This design comes from an exercise in tuning for small area on the open sky130 flow, not from production work. No functional check of the RTL was part of any run shown here. Power and IR drop assume default switching activity.

[flow/config.mk]
export PLATFORM = sky130hd
export DESIGN_NAME = cam_core
export DESIGN_NICKNAME = cam_core
export VERILOG_FILES = /design/flow/design.v
export SDC_FILE = /design/flow/constraint.sdc
export NUM_CORES = 4
export LEC_CHECK = 0
export CAP_MARGIN = 20
export CORE_MARGIN = 2
export CORE_UTILIZATION = 65
export SLEW_MARGIN = 20
export SYNTH_HIERARCHICAL = 1
[flow/constraint.sdc]
create_clock -name core_clock -period 5.0 [get_ports {clk}]
set_input_delay 1.0000 -clock core_clock [delete_from_list [all_inputs] [get_ports {clk}]]
set_output_delay 1.0000 -clock core_clock [all_outputs]
set_load 0.01 [all_outputs]
[flow/design.v]
`default_nettype none
package cam_pkg;
  localparam int NUM_VARS = 4;
  localparam int VAR_WIDTH = 8;
  typedef logic [VAR_WIDTH-1:0] var_t;
  typedef var_t [NUM_VARS-1:0] vars_t;
  localparam int LEAF_WIDTH = 16;
  typedef logic signed [LEAF_WIDTH-1:0] leaf_t;
  localparam int TREE_ID_WIDTH = 4;
  typedef logic [TREE_ID_WIDTH-1:0] tree_id_t;
  localparam int CLASS_ID_WIDTH = 2;
  typedef logic [CLASS_ID_WIDTH-1:0] class_id_t;
  typedef enum logic [1:0] {
    MODE_INFER     = 2'd0,
    MODE_WRITE     = 2'd1,
    MODE_DONT_CARE = 2'd2,
    MODE_IDLE      = 2'd3
  } mode_t;
endpackage
`default_nettype wire
`timescale 1ns/1ns
`default_nettype none
module cam_hold_bit (
  input  logic we,
  input  logic nwe,
  input  logic d,
  input  logic q,
  output logic y
);
  assign y = (we & d) | (nwe & q);
endmodule
module cam_hold #(
  parameter int W = 1
) (
  input  logic         we,
  input  logic         nwe,
  input  logic [W-1:0] d,
  input  logic [W-1:0] q,
  output logic [W-1:0] y
);
  for (genvar i = 0; i < W; i++)
  begin : g_bit
    cam_hold_bit u_bit (.we(we), .nwe(nwe), .d(d[i]), .q(q[i]), .y(y[i]));
  end
endmodule
`default_nettype wire
`timescale 1ns/1ns
`default_nettype none
module cam_maj2 (
  input  logic [1:0] a,
  input  logic [1:0] b,
  input  logic       c,
  output logic       y
);
  logic t;
  assign t = (a[0] & b[0]) | (a[0] & c) | (b[0] & c);
  assign y = (a[1] & b[1]) | (a[1] & t) | (b[1] & t);
endmodule
module cam_maj2_c1 (
  input  logic [1:0] a,
  input  logic [1:0] b,
  output logic       y
);
  logic t;
  assign t = a[0] | b[0];
  assign y = (a[1] & b[1]) | (a[1] & t) | (b[1] & t);
endmodule
module cam_maj2_c0 (
  input  logic [1:0] a,
  input  logic [1:0] b,
  output logic       y
);
  logic t;
  assign t = a[0] & b[0];
  assign y = (a[1] & b[1]) | (a[1] & t) | (b[1] & t);
endmodule
module cam_chain8 #(
  parameter bit CIN = 1'b0
) (
  input  logic [7:0] a,
  input  logic [7:0] b,
  output logic       y
);
  logic [3:0] c;
  if (CIN)
  begin : g_c1
    cam_maj2_c1 u_lsb (.a(a[1:0]), .b(b[1:0]), .y(c[0]));
  end
  else
  begin : g_c0
    cam_maj2_c0 u_lsb (.a(a[1:0]), .b(b[1:0]), .y(c[0]));
  end
  for (genvar k = 1; k < 4; k++)
  begin : g_step
    cam_maj2 u_step (.a(a[2*k +: 2]), .b(b[2*k +: 2]), .c(c[k-1]), .y(c[k]));
  end
  assign y = c[3];
endmodule
`default_nettype wire
`timescale 1ns/1ns
`default_nettype none
module cam_core (
  input  logic                clk,
  input  logic                rst_3,
  input  logic [1:0]          i_mode,
  input  logic [3:0]          i_clause,
  input  logic [1:0]          i_variable,
  input  logic                i_threshold_kind,
  input  logic [31:0]         i_vars,
  input  logic [15:0]         i_leaf,
  input  logic [3:0]          i_tree_id,
  input  logic [1:0]          i_class_id,
  output logic                o_ready,
  input  logic                i_out_ready,
  output logic                o_valid,
  output logic [127:0]        o_leaves,
  output logic [31:0]         o_tree_ids,
  output logic [15:0]         o_class_ids
);
  localparam int NC = 16;
  localparam int NV = 4;
  localparam int NS = 8;
  logic advance;
  assign advance = !o_valid || i_out_ready;
  assign o_ready = advance;
  logic m_infer, m_write, m_dc;
  assign m_infer = (i_mode == 2'd0);
  assign m_write = (i_mode == 2'd1);
  assign m_dc    = (i_mode == 2'd2);
  logic [31:0] lower_rows  [NC];
  logic [31:0] higher_rows [NC];
  logic [15:0] leaf_mem    [NC];
  logic [3:0]  tree_mem    [NC];
  logic [1:0]  class_mem   [NC];
  logic [NC-1:0] live;
  logic [NV-1:0] dont_care;
  logic [NC-1:0] we_lo, we_hi;
  logic [31:0]   lower_next  [NC];
  logic [31:0]   higher_next [NC];
  always_comb
  begin
    for (int c = 0; c < NC; c++)
    begin
      we_lo[c] = advance && m_write && (i_clause == 4'(c)) && !i_threshold_kind;
      we_hi[c] = advance && m_write && (i_clause == 4'(c)) &&  i_threshold_kind;
    end
  end
  for (genvar c = 0; c < NC; c++)
  begin : g_rows
    cam_hold #(.W(32)) u_lo (.we(we_lo[c]), .nwe(!we_lo[c]), .d(i_vars),
                             .q(lower_rows[c]),  .y(lower_next[c]));
    cam_hold #(.W(32)) u_hi (.we(we_hi[c]), .nwe(!we_hi[c]), .d(i_vars),
                             .q(higher_rows[c]), .y(higher_next[c]));
  end
  always_ff @(posedge clk)
  begin
    for (int c = 0; c < NC; c++)
    begin
      lower_rows[c]  <= lower_next[c];
      higher_rows[c] <= higher_next[c];
    end
  end
  always_ff @(posedge clk)
  begin
    if (rst_3)
    begin
      live      <= '0;
      dont_care <= '0;
    end
    else if (advance)
    begin
      for (int c = 0; c < NC; c++)
        if (m_write && i_threshold_kind && (i_clause == 4'(c)))
          live[c] <= 1'b1;
      for (int j = 0; j < NV; j++)
        if (m_dc && (i_variable == 2'(j)))
          dont_care[j] <= 1'b1;
    end
  end
  logic [NC-1:0] hit;
  logic [31:0]   q_n;
  logic [NC*NV-1:0] in_range;
  assign q_n = ~i_vars;
  for (genvar c = 0; c < NC; c++)
  begin : g_clause
    for (genvar j = 0; j < NV; j++)
    begin : g_var
      logic lt, gt;
      cam_chain8 #(.CIN(1'b0)) u_lt (.a(lower_rows[c][8*j +: 8]), .b(q_n[8*j +: 8]), .y(lt));
      cam_chain8 #(.CIN(1'b0)) u_gt (.a(higher_rows[c][8*j +: 8]), .b(q_n[8*j +: 8]), .y(gt));
      assign in_range[NV*c+j] = dont_care[j] | (~lt & gt);
    end
    assign hit[c] = live[c] & (&in_range[NV*c +: NV]);
  end
  logic [2*NS-1:0] sel_now;
  always_comb
  begin
    for (int s = 0; s < NS; s++)
    begin
      sel_now[2*s+1] = hit[2*s+1];
      sel_now[2*s]   = hit[2*s] & ~hit[2*s+1];
    end
  end
  logic        s1_infer, s1_write, s2_infer, s2_write;
  logic [15:0] s1_data,  s2_data;
  logic [3:0]  s1_clause, s2_clause;
  logic        s1_tkind,  s2_tkind;
  logic [2*NS-1:0] out_sel_n;
  always_ff @(posedge clk)
  begin
    if (rst_3)
    begin
      s1_infer <= 1'b0;
      s1_write <= 1'b0;
      s2_infer <= 1'b0;
      s2_write <= 1'b0;
      o_valid  <= 1'b0;
    end
    else if (advance)
    begin
      s1_infer <= m_infer;
      s1_write <= m_write;
      s2_infer <= s1_infer;
      s2_write <= s1_write;
      o_valid  <= s2_infer;
    end
  end
  logic [15:0] s1_load;
  always_comb
  begin
    if (m_infer)
      s1_load = ~sel_now;
    else if (i_threshold_kind)
      s1_load = ~i_leaf;
    else
      s1_load = ~{i_leaf[15:6], i_class_id, i_tree_id};
  end
  localparam int PW = 16 + 4 + 1;
  logic [3*PW+2*NS-1:0] pipe_q, pipe_d, pipe_next;
  assign pipe_q = {s1_data, s1_clause, s1_tkind,
                   s2_data, s2_clause, s2_tkind,
                   out_sel_n};
  assign pipe_d = {s1_load, i_clause, i_threshold_kind,
                   s1_data, s1_clause, s1_tkind,
                   s2_data};
  cam_hold #(.W(3*PW+2*NS)) u_pipe (.we(advance), .nwe(!advance), .d(pipe_d),
                                    .q(pipe_q), .y(pipe_next));
  always_ff @(posedge clk)
  begin
    {s1_data, s1_clause, s1_tkind,
     s2_data, s2_clause, s2_tkind,
     out_sel_n} <= pipe_next;
  end
  logic [NC-1:0] we_ids, we_leaf;
  logic [15:0]   leaf_next [NC];
  logic [5:0]    ids_next  [NC];
  always_comb
  begin
    for (int c = 0; c < NC; c++)
    begin
      we_ids[c]  = advance && s2_write && (s2_clause == 4'(c)) && !s2_tkind;
      we_leaf[c] = advance && s2_write && (s2_clause == 4'(c)) &&  s2_tkind;
    end
  end
  for (genvar c = 0; c < NC; c++)
  begin : g_payload
    cam_hold #(.W(16)) u_leaf (.we(we_leaf[c]), .nwe(!we_leaf[c]), .d(s2_data),
                               .q(leaf_mem[c]), .y(leaf_next[c]));
    cam_hold #(.W(6))  u_ids  (.we(we_ids[c]),  .nwe(!we_ids[c]),  .d(s2_data[5:0]),
                               .q({class_mem[c], tree_mem[c]}), .y(ids_next[c]));
  end
  always_ff @(posedge clk)
  begin
    for (int c = 0; c < NC; c++)
    begin
      leaf_mem[c]                <= leaf_next[c];
      {class_mem[c], tree_mem[c]} <= ids_next[c];
    end
  end
  always_comb
  begin
    for (int s = 0; s < NS; s++)
    begin
      o_leaves[16*s +: 16]  = ~(({16{out_sel_n[2*s+1]}} | leaf_mem[2*s+1]) &
                                ({16{out_sel_n[2*s]}}   | leaf_mem[2*s]));
      o_tree_ids[4*s +: 4]  = ~(({4{out_sel_n[2*s+1]}}  | tree_mem[2*s+1]) &
                                ({4{out_sel_n[2*s]}}    | tree_mem[2*s]));
      o_class_ids[2*s +: 2] = ~(({2{out_sel_n[2*s+1]}}  | class_mem[2*s+1]) &
                                ({2{out_sel_n[2*s]}}    | class_mem[2*s]));
    end
  end
endmodule
`default_nettype wire
[flow/flow/run.sh]
#!/bin/bash
# Standard synthesis, then the standard layout with a few layout-only
# settings passed to the ORFS make targets:
#  - port buffers use a small buffer cell,
#  - clock tree: larger sink clusters, no dummy loads,

set -euo pipefail
bash standard.sh synth > synth.log 2>&1
bash standard.sh \
  BUFFER_PORTS_ARGS="-buffer_cell sky130_fd_sc_hd__buf_1" \
  CTS_ARGS="-sink_clustering_enable -repair_clock_nets -sink_clustering_size 16 -sink_clustering_max_diameter 100 -buf_list sky130_fd_sc_hd__clkbuf_8 -dont_use_dummy_load" \
  finish > layout.log 2>&1
[flow/standard.sh]
#!/bin/bash
# synth_recipe.tcl (not shown) runs the flow's synth.tcl, then flattens the netlist and writes it again
# the make line also repeats each setting of config.mk as NAME=value (left out here)
make -C /OpenROAD-flow-scripts/flow DESIGN_CONFIG=/design/flow/config.mk WORK_HOME=/design/flow/orfs CLKGATE_MAP_FILE= SYNTH_SCRIPT=/design/flow/synth_recipe.tcl "${@:-finish}"
==> results of run 1 <==
[per-layer routing]
metal  routed length [microns]  global-route usage (%)  vias up
li1                          -                       -    22797
met1                     71100                    52.2    24534
met2                     79400                    61.8     2853
met3                     20500                    8.87      509
met4                     10000                    20.4        8
met5                        36                       0        -
[cell type report]
type                       count  area [sq um]
clock buffer                 101          1390
timing repair buffer         450          2720
multi-input combinational   3836         25000
sequential                  1459         29200
tap                         1134          1420
inverter                     121           462
fill                        6432         23500
antenna                        5          12.5
[power by group through the flow]
stage | clock (uW) | combinational [uW] | sequential (uW)
finish | 5410 | 3600 | 14200
CTS | 5410 | 3540 | 14100
global route | 5840 | 3910 | 14300
global placement | 0 | 3410 | 14300
floorplan | 0 | 2540 | 14000
detailed placement | 0 | 3530 | 14400
[registers in the layout, summed over array words and instances (netlist names), 4 cells and up]
name and count:
s2_clause 4, tree_mem 64, s2_data 16, dont_care 4, higher_rows 512, live 16, class_mem 32, out_sel_n 16
s1_clause 4, leaf_mem 256, lower_rows 512, s1_data 16
[final timing paths]
kind                 to  slack, ps  cells past startpoint
max          s1_data[9]       1260                     15
min reg2reg    s2_infer        460                      2
min            s2_infer        460                      2
max reg2reg  s1_data[7]       1670                     13
[metrics by stage]
stage	setup WS [ps]	std cells	hold WS, ps	area, sq um	power [uW]
5_1_grt	1220	7103	488	60200	24100
3_5_place_dp	749	7000	445	58800	17900
6_report	1260	7106	457	60200	23200
4_1_cts	1560	7101	459	60200	23100
3_3_place_gp	819	7000	440	58800	17700
2_1_floorplan	910	5476	430	54900	16600
[worst max-delay path, cell delays in order]
cell      delay, ps
clkbuf_2         90
inv_1           330
buf_12          250
a31oi_1          60
nor2_1          170
o22ai_1         100
o21ai_1         220
o22ai_1         120
o21ai_1         410
o22ai_1         150
o21ai_1         140
a21oi_1         120
nor4_1          800
mux2i_1         160
a22o_1          250
==> results_dict.tcl, run 1 <==
set metrics [dict create \
    place_congestion 0.950 \
    worst_pin_slew_ps 1200 \
    wl_microns 181000 \
    hold_viol 0 \
    cts_tree "done" \
    port_buffers 243 \
    root_buffer "clkbuf_8" \
    grt_setup_unrepaired "false" \
    grt_pass1_wl_microns 270000 \
    htreeDepth 3 \
    final.period_utilization_pct 74.8 \
    wl_per_cell_microns 25.5 \
    path_class "in -> reg" \
    holdCritPathClass "reg -> reg" \
    worstPathMaxFanout 24 \
    min_period_ps 3740 \
    skew_ps 56.0 \
    dp.final_hpwl_microns 113000 \
    p_sw_share_pct 28.8 \
    comb_power_share_pct 15.5 \
    post_cts_buffers 0 \
    syn-instance-count 5476 \
    layout_commonest_cell "dfxtp_1" \
    cts_hold_repair.buffers 0 \
    ant_nets 0 \
    setup_viol 0 \
    slew_violations 0 \
    core_sq_mm 0.0837 \
    drt-vias-per-instance 7.13 \
    fin_tns_setup_ps 0 \
    yosysWarningCount 21 \
    syn-num-nets 5542 \
    post-route-drc-count 0 \
    final_cell_mix "dfxtp_1, a22o_1, a21oi_1, o22ai_1, nand2_1" \
    arrival_ps 4410 \
    die-area_sq_mm 0.0868 \
    io_pins 244 \
    critPathLaunchType "input pin" \
    drive_above_1_share_pct 6.23 \
    num_vias 50701 \
    postSynthAreaPerCell_sq_um 10.0 \
    final_util_pct 71.9 \
    cts_buffers 101 \
    start_util_pct 65.6 \
    finalNetCount 6035 \
    hold_path.startpoint "s2_infer" \
    pwr_density_cell_mw_per_mm2 385 \
    critPathRequiredTime_ps 5660 \
    clkPwrFrac_pct 23.3 \
    area_growth_pct 9.56 \
    cap_violations 0 \
    peakVddDrop_mv 0.274 \
    antenna_found_initial 9 \
    synth_area_sq_mm 0.0549 \
    p_int_uw 16500 \
    critPathLaunch "i_vars[17]" \
    critPathCaptureType "register" \
    grt_max_degree 65 \
    firstDrtPassIters 9 \
    cts_resized 0 \
    grtUsageTotal_pct 39.8 \
    clock.fmax_mhz 267 \
    die_height_microns 295 \
    r2r_start "higher_rows[7][8]" \
    grt-ovfl-total 0 \
    cts_max_path_buffers 3 \
    clk_pin_slew_ps 100 \
    drt_iter0_drc 5705 \
    power.switching_uw 6690 \
    clock-sinks 1459 \
    die_x_microns 295 \
    rows 106 \
    seqPwrFrac_pct 61.1 \
    leakagePower_uw 0.0235 \
    relSlewSlack_pct 19.7 \
    insertion_delay_ps 760 \
    outcome "complete, no violations" \
    grt_pass1_vias 45672 \
]
==> inputs of run 2 (changes only) <==
--- a/flow/design.v
+++ b/flow/design.v
@@ -44,6 +44,23 @@
   end
 endmodule
 `default_nettype wire
+`default_nettype none
+module cam_hold_row16 (
+  input  logic        sel,
+  input  logic        kind,
+  input  logic [15:0] d,
+  input  logic [15:0] q,
+  output logic [15:0] y
+);
+  logic we, nwe;
+  assign we  = sel & kind;
+  assign nwe = !(sel & kind);
+  for (genvar i = 0; i < 16; i++)
+  begin : g_bit
+    cam_hold_bit u_bit (.we(we), .nwe(nwe), .d(d[i]), .q(q[i]), .y(y[i]));
+  end
+endmodule
+`default_nettype wire
 `timescale 1ns/1ns
 `default_nettype none
 module cam_maj2 (
@@ -134,23 +151,26 @@
   logic [1:0]  class_mem   [NC];
   logic [NC-1:0] live;
   logic [NV-1:0] dont_care;
-  logic [NC-1:0] we_lo, we_hi;
+  logic [NC-1:0] row_sel;
+  logic          kind_lo, kind_hi;
   logic [31:0]   lower_next  [NC];
   logic [31:0]   higher_next [NC];
+  assign kind_lo = !i_threshold_kind;
+  assign kind_hi =  i_threshold_kind;
   always_comb
   begin
     for (int c = 0; c < NC; c++)
-    begin
-      we_lo[c] = advance && m_write && (i_clause == 4'(c)) && !i_threshold_kind;
-      we_hi[c] = advance && m_write && (i_clause == 4'(c)) &&  i_threshold_kind;
-    end
+      row_sel[c] = advance && m_write && (i_clause == 4'(c));
   end
   for (genvar c = 0; c < NC; c++)
   begin : g_rows
-    cam_hold #(.W(32)) u_lo (.we(we_lo[c]), .nwe(!we_lo[c]), .d(i_vars),
-                             .q(lower_rows[c]),  .y(lower_next[c]));
-    cam_hold #(.W(32)) u_hi (.we(we_hi[c]), .nwe(!we_hi[c]), .d(i_vars),
-                             .q(higher_rows[c]), .y(higher_next[c]));
+    for (genvar h = 0; h < 2; h++)
+    begin : g_half
+      cam_hold_row16 u_lo (.sel(row_sel[c]), .kind(kind_lo), .d(~i_vars[16*h +: 16]),
+                           .q(lower_rows[c][16*h +: 16]),  .y(lower_next[c][16*h +: 16]));
+      cam_hold_row16 u_hi (.sel(row_sel[c]), .kind(kind_hi), .d(i_vars[16*h +: 16]),
+                           .q(higher_rows[c][16*h +: 16]), .y(higher_next[c][16*h +: 16]));
+    end
   end
   always_ff @(posedge clk)
   begin
@@ -185,10 +205,10 @@
   begin : g_clause
     for (genvar j = 0; j < NV; j++)
     begin : g_var
-      logic lt, gt;
-      cam_chain8 #(.CIN(1'b0)) u_lt (.a(lower_rows[c][8*j +: 8]), .b(q_n[8*j +: 8]), .y(lt));
+      logic ge, gt;
+      cam_chain8 #(.CIN(1'b1)) u_ge (.a(i_vars[8*j +: 8]), .b(lower_rows[c][8*j +: 8]), .y(ge));
       cam_chain8 #(.CIN(1'b0)) u_gt (.a(higher_rows[c][8*j +: 8]), .b(q_n[8*j +: 8]), .y(gt));
-      assign in_range[NV*c+j] = dont_care[j] | (~lt & gt);
+      assign in_range[NV*c+j] = dont_care[j] | (ge & gt);
     end
     assign hit[c] = live[c] & (&in_range[NV*c +: NV]);
   end
--- a/flow/flow/run.sh
+++ b/flow/flow/run.sh
@@ -8,5 +8,5 @@
 bash standard.sh synth > synth.log 2>&1
 bash standard.sh \
   BUFFER_PORTS_ARGS="-buffer_cell sky130_fd_sc_hd__buf_1" \
-  CTS_ARGS="-sink_clustering_enable -repair_clock_nets -sink_clustering_size 16 -sink_clustering_max_diameter 100 -buf_list sky130_fd_sc_hd__clkbuf_8 -dont_use_dummy_load" \
+  CTS_ARGS="-sink_clustering_enable -repair_clock_nets -sink_clustering_size 26 -sink_clustering_max_diameter 100 -buf_list sky130_fd_sc_hd__clkbuf_16 -dont_use_dummy_load" \
   finish > layout.log 2>&1
==> results_dict.tcl, run 2 <==
set metrics [dict create \
    multi_input_area_sq_mm 0.0256 \
    grt_setup_unrepaired "false" \
    syn-num-nets 5585 \
    cts_max_path_buffers 3 \
    clock-sinks 1459 \
    drt_iter0_drc 5098 \
    peakVddDrop_mv 0.346 \
    ant_nets 0 \
    crit_top_cell "o21ai_1" \
    cap_violations 0 \
    critPathRequiredTime_ps 5530 \
    final.period_utilization_pct 75.2 \
    arrival_ps 4290 \
    die-area_sq_mm 0.0873 \
    rows 106 \
    register_area_sq_mm 0.0292 \
    place_ws_ps 759 \
    io_pins 244 \
    firstDrtPassIters 6 \
    die_height_microns 295 \
    port_buffers 243 \
    fillers 6473 \
    synth_area_sq_mm 0.0552 \
    hold_viol 0 \
    cts_hold_repair.buffers 0 \
    place_congestion 0.858 \
    worst_pin_slew_ps 1170 \
    grt_pass1_wl_microns 262000 \
    path_cells "clkbuf_2, inv_2, a31oi_1, nor2_1, a21oi_1, o21ai_1, o22ai_1, o21ai_1, o22ai_1, o21ai_1, a21oi_1, nor4_1, nand2_1, o21a_1, a22o_1" \
    clk_pin_slew_ps 100 \
    setup_ws_ps 1240 \
    htreeDepth 3 \
    cts_buffers 66 \
    start_util_pct 65.8 \
    dp.final_hpwl_microns 110000 \
    pwr_density_cell_mw_per_mm2 395 \
    post_cts_buffers 0 \
    syn-instance-count 5519 \
    area_growth_pct 9.02 \
    insertion_delay_ps 650 \
    layout_commonest_cell "dfxtp_1" \
    critPathCaptureType "register" \
    critPathSlowestCell "nor4_1" \
    path_class "in -> reg" \
    die_x_microns 295 \
    grtUsageTotal_pct 37.8 \
    crit_path_max_incr_delay_ps 740 \
    wl_per_cell_microns 24.5 \
    power.total_uw 23700 \
    relSlewSlack_pct 21.6 \
    antenna_found_initial 9 \
    grt-ovfl-total 0 \
    cts_tree "done" \
    design_area_sq_mm 0.0602 \
    leakagePower_uw 0.0232 \
    root_buffer "clkbuf_16" \
    num_vias 49995 \
    post-route-drc-count 0 \
    worstPathMaxFanout 19 \
    finalNetCount 5990 \
    cts_resized 0 \
    dpl_cell_area_sq_mm 0.0585 \
    clock.fmax_mhz 266 \
    min_period_ps 3760 \
    setup_viol 0 \
    core_sq_mm 0.0838 \
    grt_max_degree 70 \
    largestRegisters "higher_rows (512), lower_rows (512), leaf_mem (256)" \
    hold-worst-slack_ps 456 \
    critPathLaunchType "input pin" \
    drive_above_1_share_pct 4.88 \
    crit_buf_inv 2 \
    grt_pass1_vias 45092 \
    yosysWarningCount 21 \
    cp_top_family "compound AO/OA/AOI/OAI gates" \
    fin_tns_setup_ps 0 \
    drt-vias-per-instance 7.08 \
    outcome "complete, no violations" \
    postSynthAreaPerCell_sq_um 10.0 \
    wl_microns 173000 \
    skew_ps 49.9 \
    final_cell_mix "dfxtp_1, a22o_1, o22ai_1, nand2_1, a21oi_1" \
    holdCritPathClass "reg -> reg" \
    slew_violations 0 \
]
## run 2: through the flow
| stage | utilization, % | cells |
|---|---|---|
| 3_3_place_gp | 69.8 | 6990 |
| 2_1_floorplan | - | 5519 |
| 5_1_grt | 71.8 | 7056 |
| 4_1_cts | 71.8 | 7056 |
| 3_5_place_dp | 69.8 | 6990 |
| 6_report | 71.8 | 7059 |
## run 2: layer usage
metal  track usage [%]  up-vias  part of all wire (%)
met2              56.8     2571                    43
met4              15.3       14                   4.2
li1                  -    22816                     -
met5                 0        -                 0.050
met3              7.15      379                    11
met1              53.7    24215                    42
## run 2: tightest hold or removal path, cell delays in order, from the launching register on
cell,delay (ps)
dfxtp_1,320
nand2_1,50
a21oi_1,50
## run 2: final cells by class
class                      instances  area share, %
multi-input combinational       3953           42.5
inverter                          52          0.329
antenna                            3         0.0125
timing repair buffer             392           3.55
clock buffer                      66           2.74
sequential                      1459           48.5
tap                             1134           2.36
## run 2: power by group
group | switching (uW) | leakage (uW) | internal, uW
Sequential | 1120 | 0.0120 | 13000
Combinational | 1960 | 0.0103 | 1700
Clock | 3590 | 0.000813 | 2390
## run 2: worst paths after layout
kind	start	end	slack, ps	cells after the start
hold reg to reg	s1_infer	s1_infer	460	2
setup reg to reg	higher_rows[11][24]	s1_data[11]	1920	13
setup / recovery	i_vars[8]	s1_data[11]	1240	15
hold / removal	s1_infer	s1_infer	460	2

afterwards: timing with drivers on the ports:
The results above use ideal ports. As a check the final layouts listed here were re-extracted and re-timed, cells and wires unchanged. Step 1 sets driving cells, clkbuf_16 on the clock port and buf_2 on the other inputs (assumed; they add their load-dependent delay and slew). Step 2 moves the port delays by t, midway between the first and last clock arrival at a register: inputs arrive t later, outputs are due t later. That takes back most of the time a late clock gives input paths. Slacks: ideal / step 1 / step 2; pairs: ideal / step 1.
run | t (ns) | setup WS [ns] | hold WS [ns] | pins driven straight from the clock port
run 1 | 0.813 | 1.258 / 1.310 / 0.497 | 0.457 / 0.457 / 0.457 | 1
run 2 | 0.688 | 1.241 / 1.287 / 0.599 | 0.456 / 0.456 / 0.456 | 1
After both steps setup and hold are still met in every run listed. For run 1, which loses most, drivers alone change the setup slack by +0.052 ns; drivers and shift together by -0.761 ns.
